Context: an optimization exercise on an open-source flow, tuned for small area and a short achievable clock period. The choices shown serve that exercise and are no tape-out recipe. Only simulation tests tie the RTL to the original design; equivalence was not proved. Power is estimated from default activity; no workload was simulated.

==> design.v <==
`default_nettype none
package fetch_pkg;
	localparam int ADDR_WIDTH = 32;
	localparam int BUS_WIDTH = 64;
	localparam int INSN_WIDTH = 32;
	localparam int INSNS_PER_WORD = BUS_WIDTH / INSN_WIDTH;
	localparam int WORD_LSB = 3;
	localparam int FETCH_LIMIT = 8;
	localparam int LGFIFO = 3;
	localparam int LGDEPTH = LGFIFO + 4;
	typedef logic [ADDR_WIDTH-1:0] addr_t;
	typedef logic [BUS_WIDTH-1:0] bus_word_t;
	typedef logic [INSN_WIDTH-1:0] insn_t;
	typedef logic [LGDEPTH:0] depth_t;
	typedef logic [LGDEPTH-1:0] fill_t;
	typedef enum logic [1:0] {
		RESP_OKAY   = 2'b00,
		RESP_EXOKAY = 2'b01,
		RESP_SLVERR = 2'b10,
		RESP_DECERR = 2'b11
	} axi_resp_e;
endpackage
`default_nettype wire
`default_nettype none
module flush_tracker (
	input  logic S_AXI_ACLK,
	input  logic fifo_reset,
	input  logic i_new_pc,
	input  logic i_arvalid,
	input  logic i_arready,
	input  logic i_rvalid,
	output logic o_full_bus,
	output logic o_flush_request,
	output logic o_keep_beat
);
	fetch_pkg::depth_t outstanding;
	fetch_pkg::depth_t next_outstanding;
	fetch_pkg::depth_t new_flushcount;
	fetch_pkg::depth_t flushcount;
	logic flushing;
	always_comb
	begin
		next_outstanding = outstanding;
		case ({ i_arvalid && i_arready, i_rvalid })
		2'b10: next_outstanding = outstanding + 1'b1;
		2'b01: next_outstanding = outstanding - 1'b1;
		default: next_outstanding = outstanding;
		endcase
	end
	always_ff @(posedge S_AXI_ACLK)
	begin
		if (fifo_reset)
		begin
			outstanding <= '0;
			o_full_bus <= 1'b0;
		end
		else
		begin
			outstanding <= next_outstanding;
			o_full_bus <= (next_outstanding
				>= fetch_pkg::depth_t'((1 << fetch_pkg::LGDEPTH) - 1));
		end
	end
	assign new_flushcount = outstanding + fetch_pkg::depth_t'(i_arvalid)
		- fetch_pkg::depth_t'(i_rvalid);
	always_ff @(posedge S_AXI_ACLK)
	begin
		if (fifo_reset)
		begin
			flushcount <= '0;
			flushing <= 1'b0;
			o_flush_request <= 1'b0;
		end
		else if (i_new_pc)
		begin
			flushcount <= new_flushcount;
			flushing <= (new_flushcount != 0);
			o_flush_request <= i_arvalid && !i_arready;
		end
		else
		begin
			if (i_rvalid && flushcount != 0)
			begin
				flushcount <= flushcount - 1'b1;
				flushing <= (flushcount > 1);
			end
			if (i_arready)
				o_flush_request <= 1'b0;
		end
	end
	assign o_keep_beat = i_rvalid && !flushing;
endmodule
`default_nettype wire
`default_nettype none
module axil_request (
	input  logic S_AXI_ACLK,
	input  logic fifo_reset,
	input  logic i_new_pc,
	input  fetch_pkg::addr_t i_pc,
	input  logic i_arready,
	input  logic i_full_bus,
	input  logic i_flush_request,
	input  logic i_word_taken,
	input  logic i_out_busy,
	output logic o_arvalid,
	output fetch_pkg::addr_t o_araddr
);
	fetch_pkg::fill_t fill;
	fetch_pkg::depth_t demand;
	fetch_pkg::addr_t pending_pc;
	logic pending_new_pc;
	logic running;
	logic issue;
	assign issue = !o_arvalid || i_arready;
	always_ff @(posedge S_AXI_ACLK)
	begin
		if (fifo_reset || i_new_pc)
			fill <= '0;
		else
		begin
			case ({ o_arvalid && i_arready && !i_flush_request, i_word_taken })
			2'b10: fill <= fill + 1'b1;
			2'b01: fill <= fill - 1'b1;
			default: fill <= fill;
			endcase
		end
	end
	assign demand = fetch_pkg::depth_t'(fill) + fetch_pkg::depth_t'(o_arvalid)
		+ fetch_pkg::depth_t'(i_out_busy);
	always_ff @(posedge S_AXI_ACLK)
	begin
		if (fifo_reset)
			running <= 1'b0;
		else if (i_new_pc)
			running <= 1'b1;
	end
	always_ff @(posedge S_AXI_ACLK)
	begin
		if (fifo_reset)
			o_arvalid <= 1'b0;
		else if (issue)
		begin
			o_arvalid <= running || i_new_pc;
			if (!i_new_pc && demand >= fetch_pkg::depth_t'(fetch_pkg::FETCH_LIMIT))
				o_arvalid <= 1'b0;
			if (i_full_bus)
				o_arvalid <= 1'b0;
		end
	end
	always_ff @(posedge S_AXI_ACLK)
	begin
		if (fifo_reset || issue)
			pending_new_pc <= 1'b0;
		else if (i_new_pc)
			pending_new_pc <= 1'b1;
	end
	always_ff @(posedge S_AXI_ACLK)
	begin
		if (i_new_pc)
			pending_pc <= i_pc;
	end
	always_ff @(posedge S_AXI_ACLK)
	begin
		if (issue)
		begin
			if (i_new_pc)
				o_araddr <= i_pc;
			else if (pending_new_pc)
				o_araddr <= pending_pc;
			else if (o_arvalid)
			begin
				o_araddr[fetch_pkg::ADDR_WIDTH-1:fetch_pkg::WORD_LSB]
					<= o_araddr[fetch_pkg::ADDR_WIDTH-1:fetch_pkg::WORD_LSB] + 1'b1;
				o_araddr[fetch_pkg::WORD_LSB-1:0] <= '0;
			end
		end
	end
endmodule
`default_nettype wire
`default_nettype none
module sync_fifo (
	input  logic S_AXI_ACLK,
	input  logic fifo_reset,
	input  logic i_flush,
	input  logic i_wr,
	input  fetch_pkg::bus_word_t i_data,
	input  logic i_err,
	input  logic i_rd,
	output fetch_pkg::bus_word_t o_data,
	output logic o_err,
	output logic o_empty
);
	localparam int DEPTH = 1 << fetch_pkg::LGFIFO;
	fetch_pkg::bus_word_t mem [DEPTH];
	logic err_mem [DEPTH];
	logic [fetch_pkg::LGFIFO:0] wr_ptr;
	logic [fetch_pkg::LGFIFO:0] rd_ptr;
	logic full;
	logic rd_en;
	assign o_empty = (wr_ptr == rd_ptr);
	assign full = (wr_ptr[fetch_pkg::LGFIFO] != rd_ptr[fetch_pkg::LGFIFO])
		&& (wr_ptr[fetch_pkg::LGFIFO-1:0] == rd_ptr[fetch_pkg::LGFIFO-1:0]);
	assign rd_en = i_rd && !o_empty;
	always_ff @(posedge S_AXI_ACLK)
	begin
		if (i_wr)
		begin
			mem[wr_ptr[fetch_pkg::LGFIFO-1:0]] <= i_data;
			err_mem[wr_ptr[fetch_pkg::LGFIFO-1:0]] <= i_err;
		end
	end
	always_ff @(posedge S_AXI_ACLK)
	begin
		if (fifo_reset || i_flush)
		begin
			wr_ptr <= '0;
			rd_ptr <= '0;
		end
		else
		begin
			if (i_wr)
				wr_ptr <= wr_ptr + 1'b1;
			if (rd_en)
				rd_ptr <= rd_ptr + 1'b1;
		end
	end
	assign o_data = mem[rd_ptr[fetch_pkg::LGFIFO-1:0]];
	assign o_err = err_mem[rd_ptr[fetch_pkg::LGFIFO-1:0]];
endmodule
`default_nettype wire
`default_nettype none
module insn_unpack (
	input  logic S_AXI_ACLK,
	input  logic fifo_reset,
	input  logic i_new_pc,
	input  fetch_pkg::addr_t i_pc,
	input  logic i_ready,
	input  fetch_pkg::bus_word_t i_data,
	input  logic i_err,
	input  logic i_empty,
	output logic o_fifo_rd,
	output logic o_word_taken,
	output logic o_out_busy,
	output logic o_valid,
	output fetch_pkg::insn_t o_insn,
	output fetch_pkg::addr_t o_pc,
	output logic o_illegal
);
	localparam int FILLBITS = $clog2(fetch_pkg::INSNS_PER_WORD);
	fetch_pkg::bus_word_t swapped;
	fetch_pkg::bus_word_t out_data;
	logic [FILLBITS:0] out_fill;
	logic shift;
	always_comb
	begin
		for (int lane = 0; lane < fetch_pkg::INSNS_PER_WORD; lane++)
		begin
			for (int b = 0; b < 4; b++)
			begin
				swapped[lane*fetch_pkg::INSN_WIDTH + (3-b)*8 +: 8]
					= i_data[lane*fetch_pkg::INSN_WIDTH + b*8 +: 8];
			end
		end
	end
	assign shift = o_valid ? 1'b0 : o_pc[fetch_pkg::WORD_LSB-1];
	assign o_fifo_rd = !o_valid || (i_ready && out_fill <= 1);
	assign o_word_taken = o_fifo_rd && !i_empty;
	assign o_out_busy = o_valid && (!i_ready || out_fill > 1);
	always_ff @(posedge S_AXI_ACLK)
	begin
		if (fifo_reset || i_new_pc)
			out_fill <= '0;
		else if (o_fifo_rd)
			out_fill <= i_empty ? '0
				: (FILLBITS+1)'(fetch_pkg::INSNS_PER_WORD) - {1'b0, shift};
		else if (i_ready && out_fill != 0)
			out_fill <= out_fill - 1'b1;
	end
	always_ff @(posedge S_AXI_ACLK)
	begin
		if (fifo_reset || i_new_pc)
			o_valid <= 1'b0;
		else if (!o_valid || i_ready)
			o_valid <= (o_fifo_rd && !i_empty) || (out_fill > (o_valid ? 1 : 0));
	end
	always_ff @(posedge S_AXI_ACLK)
	begin
		if (o_fifo_rd)
			out_data <= shift ? (swapped >> fetch_pkg::INSN_WIDTH) : swapped;
		else if (i_ready)
			out_data <= out_data >> fetch_pkg::INSN_WIDTH;
	end
	assign o_insn = out_data[fetch_pkg::INSN_WIDTH-1:0];
	always_ff @(posedge S_AXI_ACLK)
	begin
		if (fifo_reset)
			o_pc <= '0;
		else if (i_new_pc)
			o_pc <= i_pc;
		else if (o_valid && i_ready && !o_illegal)
		begin
			o_pc[fetch_pkg::ADDR_WIDTH-1:2] <= o_pc[fetch_pkg::ADDR_WIDTH-1:2] + 1'b1;
			o_pc[1:0] <= 2'b00;
		end
	end
	always_ff @(posedge S_AXI_ACLK)
	begin
		if (fifo_reset || i_new_pc)
			o_illegal <= 1'b0;
		else if (!o_illegal && o_word_taken)
			o_illegal <= i_err;
	end
endmodule
`default_nettype wire
`default_nettype none
module axil_fetch (
	input  logic S_AXI_ACLK,
	input  logic fifo_reset,
	input  logic i_new_pc,
	input  fetch_pkg::addr_t i_pc,
	input  logic i_ready,
	output fetch_pkg::insn_t o_insn,
	output fetch_pkg::addr_t o_pc,
	output logic o_valid,
	output logic o_illegal,
	output logic M_AXI_ARVALID,
	input  logic M_AXI_ARREADY,
	output fetch_pkg::addr_t M_AXI_ARADDR,
	input  logic M_AXI_RVALID,
	output logic M_AXI_RREADY,
	input  fetch_pkg::bus_word_t M_AXI_RDATA,
	input  logic [1:0] M_AXI_RRESP
);
	fetch_pkg::axi_resp_e rresp;
	fetch_pkg::bus_word_t fifo_data;
	logic rd_err;
	logic full_bus;
	logic flush_request;
	logic keep_beat;
	logic fifo_err;
	logic fifo_empty;
	logic fifo_rd;
	logic word_taken;
	logic out_busy;
	assign M_AXI_RREADY = 1'b1;
	assign rresp = fetch_pkg::axi_resp_e'(M_AXI_RRESP);
	assign rd_err = (rresp == fetch_pkg::RESP_SLVERR) || (rresp == fetch_pkg::RESP_DECERR);
	flush_tracker u_flush (
		.S_AXI_ACLK(S_AXI_ACLK), .fifo_reset(fifo_reset), .i_new_pc(i_new_pc),
		.i_arvalid(M_AXI_ARVALID), .i_arready(M_AXI_ARREADY),
		.i_rvalid(M_AXI_RVALID), .o_full_bus(full_bus),
		.o_flush_request(flush_request), .o_keep_beat(keep_beat));
	axil_request u_request (
		.S_AXI_ACLK(S_AXI_ACLK), .fifo_reset(fifo_reset), .i_new_pc(i_new_pc),
		.i_pc(i_pc), .i_arready(M_AXI_ARREADY), .i_full_bus(full_bus),
		.i_flush_request(flush_request), .i_word_taken(word_taken),
		.i_out_busy(out_busy), .o_arvalid(M_AXI_ARVALID), .o_araddr(M_AXI_ARADDR));
	sync_fifo u_fifo (
		.S_AXI_ACLK(S_AXI_ACLK), .fifo_reset(fifo_reset), .i_flush(i_new_pc),
		.i_wr(keep_beat), .i_data(M_AXI_RDATA), .i_err(rd_err), .i_rd(fifo_rd),
		.o_data(fifo_data), .o_err(fifo_err), .o_empty(fifo_empty));
	insn_unpack u_unpack (
		.S_AXI_ACLK(S_AXI_ACLK), .fifo_reset(fifo_reset), .i_new_pc(i_new_pc),
		.i_pc(i_pc), .i_ready(i_ready), .i_data(fifo_data), .i_err(fifo_err),
		.i_empty(fifo_empty), .o_fifo_rd(fifo_rd), .o_word_taken(word_taken),
		.o_out_busy(out_busy), .o_valid(o_valid), .o_insn(o_insn), .o_pc(o_pc),
		.o_illegal(o_illegal));
endmodule
`default_nettype wire
==> run.sh <==
#!/bin/bash
# synth_recipe.tcl (not shown) runs the flow's synth.tcl, then flattens the netlist and writes it again
# the make line also repeats each setting of config.mk as NAME=value (left out here)
make -C /OpenROAD-flow-scripts/flow DESIGN_CONFIG=/design/flow/config.mk WORK_HOME=/design/flow/orfs CLKGATE_MAP_FILE= SYNTH_SCRIPT=/design/flow/synth_recipe.tcl finish
==> config.mk <==
export PLATFORM = sky130hd
export DESIGN_NAME = axil_fetch
export DESIGN_NICKNAME = axil_fetch
export VERILOG_FILES = /design/flow/design.v
export SDC_FILE = /design/flow/constraint.sdc
export NUM_CORES = 4
export LEC_CHECK = 0
export CAP_MARGIN = 20
export CORE_MARGIN = 2
export CORE_UTILIZATION = 40
export SLEW_MARGIN = 20
==> constraint.sdc <==
create_clock -name core_clock -period 4.0 [get_ports {S_AXI_ACLK}]
set_input_delay 0.8000 -clock core_clock [delete_from_list [all_inputs] [get_ports {S_AXI_ACLK}]]
set_output_delay 0.8000 -clock core_clock [all_outputs]
set_load 0.01 [all_outputs]
==> notes.md <==
## worst reg2reg max path, delay by kind of cell, from the launching register on
family / cells / cell delay [ps]
xor+xnor: 1 / 140
mux: 1 / 250
simple gates: 3 / 840
compound gates: 4 / 580
fa+ha+maj: 2 / 710
flops: 1 / 570
## worst paths after layout
kind / start / to / cells past startpoint
setup / recovery: u_fifo.wr_ptr[1] / u_request.fill[6] / 11
hold / removal: u_flush.o_full_bus / u_request.o_arvalid / 1
setup reg to reg: u_fifo.wr_ptr[1] / u_request.fill[6] / 11
hold reg to reg: u_flush.o_full_bus / u_request.o_arvalid / 1
## stage by stage
step	setup TNS [ps]	hold WS, ps	power [µW]	setup WS (ps)	util, %
floorplan	-144640	398	10200	-472	-
global placement	0	432	10900	526	44.9
detailed placement	0	425	10900	420	44.9
CTS	0	434	18000	858	48.4
global route	0	460	18500	634	48.4
finish	0	429	17800	829	48.4
## layer usage
metal	vias up	GRT usage, %	part of all wire, %
met4	22	5.48	2.5
met2	404	29.5	49
met5	-	0	0.22
li1	7370	-	-
met3	132	3.75	5.7
met1	8257	22.8	42
## cells in the mapped netlist, drive strengths merged (2+ instances only)
cell / number
nor4: 5
o21ai: 70
xnor2: 53
o31ai: 4
a31oi: 5
nor4b: 4
and2: 11
o22ai: 9
mux4: 130
mux2i: 76
mux2: 3
a22o: 3
a211oi: 16
nand4: 20
fa: 4
buf: 68
a21oi: 77
and3: 14
nor2: 156
ha: 32
a21o: 2
o41ai: 3
nand2: 75
edfxtp: 648
a311oi: 4
clkbuf: 48
nor2b: 5
o21bai: 4
nand3: 33
nand2b: 11
or3: 5
a22oi: 6
or2: 2
o21a: 3
inv: 30
and4: 7
xor2: 29
o211ai: 3
a21boi: 8
nor3: 23
dfxtp: 76
## state kept, by name, indices dropped and copies added, names as in the netlist, named ones only
register,count
u_fifo.mem,512
u_unpack.out_data,64
u_request.o_araddr,32
u_request.pending_pc,32
u_unpack.o_pc,32
u_fifo.err_mem,8
u_flush.flushcount,8
u_flush.outstanding,8
u_request.fill,7
u_fifo.rd_ptr,4
u_fifo.wr_ptr,4
u_unpack.out_fill,2
u_flush.flushing,1
u_flush.o_flush_request,1
u_flush.o_full_bus,1
u_request.o_arvalid,1
u_request.pending_new_pc,1
u_request.running,1
u_unpack.o_illegal,1
u_unpack.o_valid,1
## cells by family after synthesis
kind of cell	Yosys count	synth area share, %
flip-flops	724	70.6
adder cells (fa/ha/maj)	36	1.62
XOR/XNOR	82	2.42
multiplexers	209	12.5
other	1	0.0126
AO/OA/AOI/OAI	222	4.40
AND/OR/NAND/NOR	376	6.05
buffers and inverters	146	2.40
## cell type report
class                      count  area [µm²]
antenna                        1        2.50
inverter                      30         114
clock buffer                 106        2140
timing repair buffer         240        2480
fill                        6115       37800
tap                          959        1200
clock inverter                35         363
multi-input combinational    926        8110
sequential                   724       21000
## where the power goes
group	internal, µW	leakage, µW	switching, µW
clock	4200	0.00122	2840
combinational	884	0.00344	995
sequential	8650	0.00665	240
==> impl_metrics.csv <==
group,metric,value,unit
status,status,"no timing/DRC/antenna violations",
sta,fmax,315,MHz
placed_design,numPlacedInstances,2879,
drt,vias,16185,
die,die-area,0.0765,mm²
yosys,ys_top_cells_by_area,"edfxtp_1 (65%), mux4_2 (9.9%), dfxtp_1 (5.1%)",
placed_design,io_buffers,201,
drt,drtIter0Drc,1183,
die,core.rowCount,99,
clocking,post_cts_buffers,0,
yosys,yosysTopAreaCellShare,65.5,%
worst_setup_path,r2r_slack,830,ps
yosys,synthesis.nets,1936,
min_path,min_path_type,"flop to flop",
worst_setup_path,cp_cell_sequence,"xor2_1, nor4_2, nor2_1, ha_1, ha_1, nor2b_1, o21a_1, o21a_1, mux2i_1, a21oi_1, o21a_1",
die,die_w,277,µm
final_layout,stdcell_count,3021,
yosys,synth.avg_cell_area,16.5,µm²
worst_setup_path,crit_top_cell,"o21a_1",
clocking,cts_made_buffers,78,
worst_setup_path,crit_buf_inv,0,
sta,hold_violations,0,
worst_setup_path,required,4510,ps
global_route,overflow,0,
sta,clock_skew,30.8,ps
yosys,synth-edff-count,648,
clocking,cts_hold_buf,0,
drt,drtAntennaViolNets,0,
placed_design,hpwl,39.1,mm
yosys,synth.distinct_cells,66,
worst_setup_path,critical-path-top-delay-family,"simple AND/OR/NAND/NOR gates",
clocking,clock_latency,620,ps
die,core,0.0732,mm²
worst_setup_path,path_max_fanout,8,
global_route,grt_pass1_vias,16687,
drt,routed_wl,66.9,mm
yosys,ys_ff_latch,724,
die,ios,204,
sta,setup_viol,0,
global_route,antenna_found_initial,14,
placed_design,gp_congestion,0.795,
sta,max_slew_margin,38.3,%
power_and_ir_drop,leakage,0.0113,µW
yosys,async_reset_ff_share,0,%
clocking,clk_pin_slew,60,ps
global_route,grt_max_degree,66,
run,cap_violations,0,
sta,finalCritPeriodShare,79.3,%
worst_setup_path,cpPeakStageDelay,570,ps
worst_setup_path,startpoint_type,"flop",
final_layout,area_growth,19.1,%
final_layout,final_net_count,2140,
yosys,synth_largest_area_cell,"edfxtp_1",
power_and_ir_drop,irDropWorstVdd,0.290,mV
final_layout,layout_common_cells,"edfxtp_1 (648), clkdlybuf4s50_1 (199), nor2_1 (150)",
sta,rsz0062_at_grt,"no",
sta,slew_violations,0,
clocking,cts_tree,"done",
yosys,synth_seq_area_share,70.6,%
final_layout,drive_gt1_share,15.0,%
final_layout,final_common_cell,"edfxtp_1",
placed_design,dpl_cell_area,0.0329,mm²
worst_setup_path,cp_slowest_cell,"dfxtp_1",
worst_setup_path,cp.arrival,3680,ps
global_route,grt_pass1_wl,102,mm
drt,wire_per_inst,22.2,µm
clocking,clockBufferDepth,3,
drt,drt_drc_violations_left,0,
final_layout,post-route-cell-area,0.0354,mm²
yosys,syn_inst,1796,
die,die_h,277,µm
clocking,htreeDepth,3,
power_and_ir_drop,power_density,503,mW/mm²
worst_setup_path,path_class,"flop to flop",
global_route,grt_usage,17.5,%
drt,drtPass1Iterations,5,
clocking,cts_resized,0,
clocking,clockRootBuffer,"clkbuf_16",
worst_setup_path,crit_path_end_kind,"flop",
yosys,synth_area,0.0297,mm²
clocking,clock_sinks,724,
sta,min_period,3170,ps
sta,tightest_slew,921,ps
drt,viasPerCell,5.36,
yosys,yosysWarningCount,4,
die,start_util,40.6,%
yosys,synthFlopType,"edfxtp_1",

==> port drivers added, routing unchanged <==
How much do the figures lean on ideal ports? The routed layout below was timed once more, with nothing changed but the port constraints.
Step 1: set_driving_cell puts a clkbuf_16 on S_AXI_ACLK and a buf_2 on each other input, an assumption about the parent block.
Step 2 moves the port delays by t, midway between the first and last clock arrival at a register: inputs arrive t later, outputs are due t later. That takes back most of the time a late clock gives input paths.
Slacks: ideal ports / drivers / drivers and shift; pairs: ideal ports / drivers.
shift t [ns]: 0.669
setup slack, ns: 0.829 / 0.829 / 0.372
slew at the worst register clock pin (ns): 0.06 / 0.06
worst data-port slew with drivers (ns): 0.13
pins driven straight from the clock port: 1
After both steps this run still meets setup and hold. For this run, drivers alone change the setup slack by 0.000 ns; drivers and shift together by -0.457 ns.
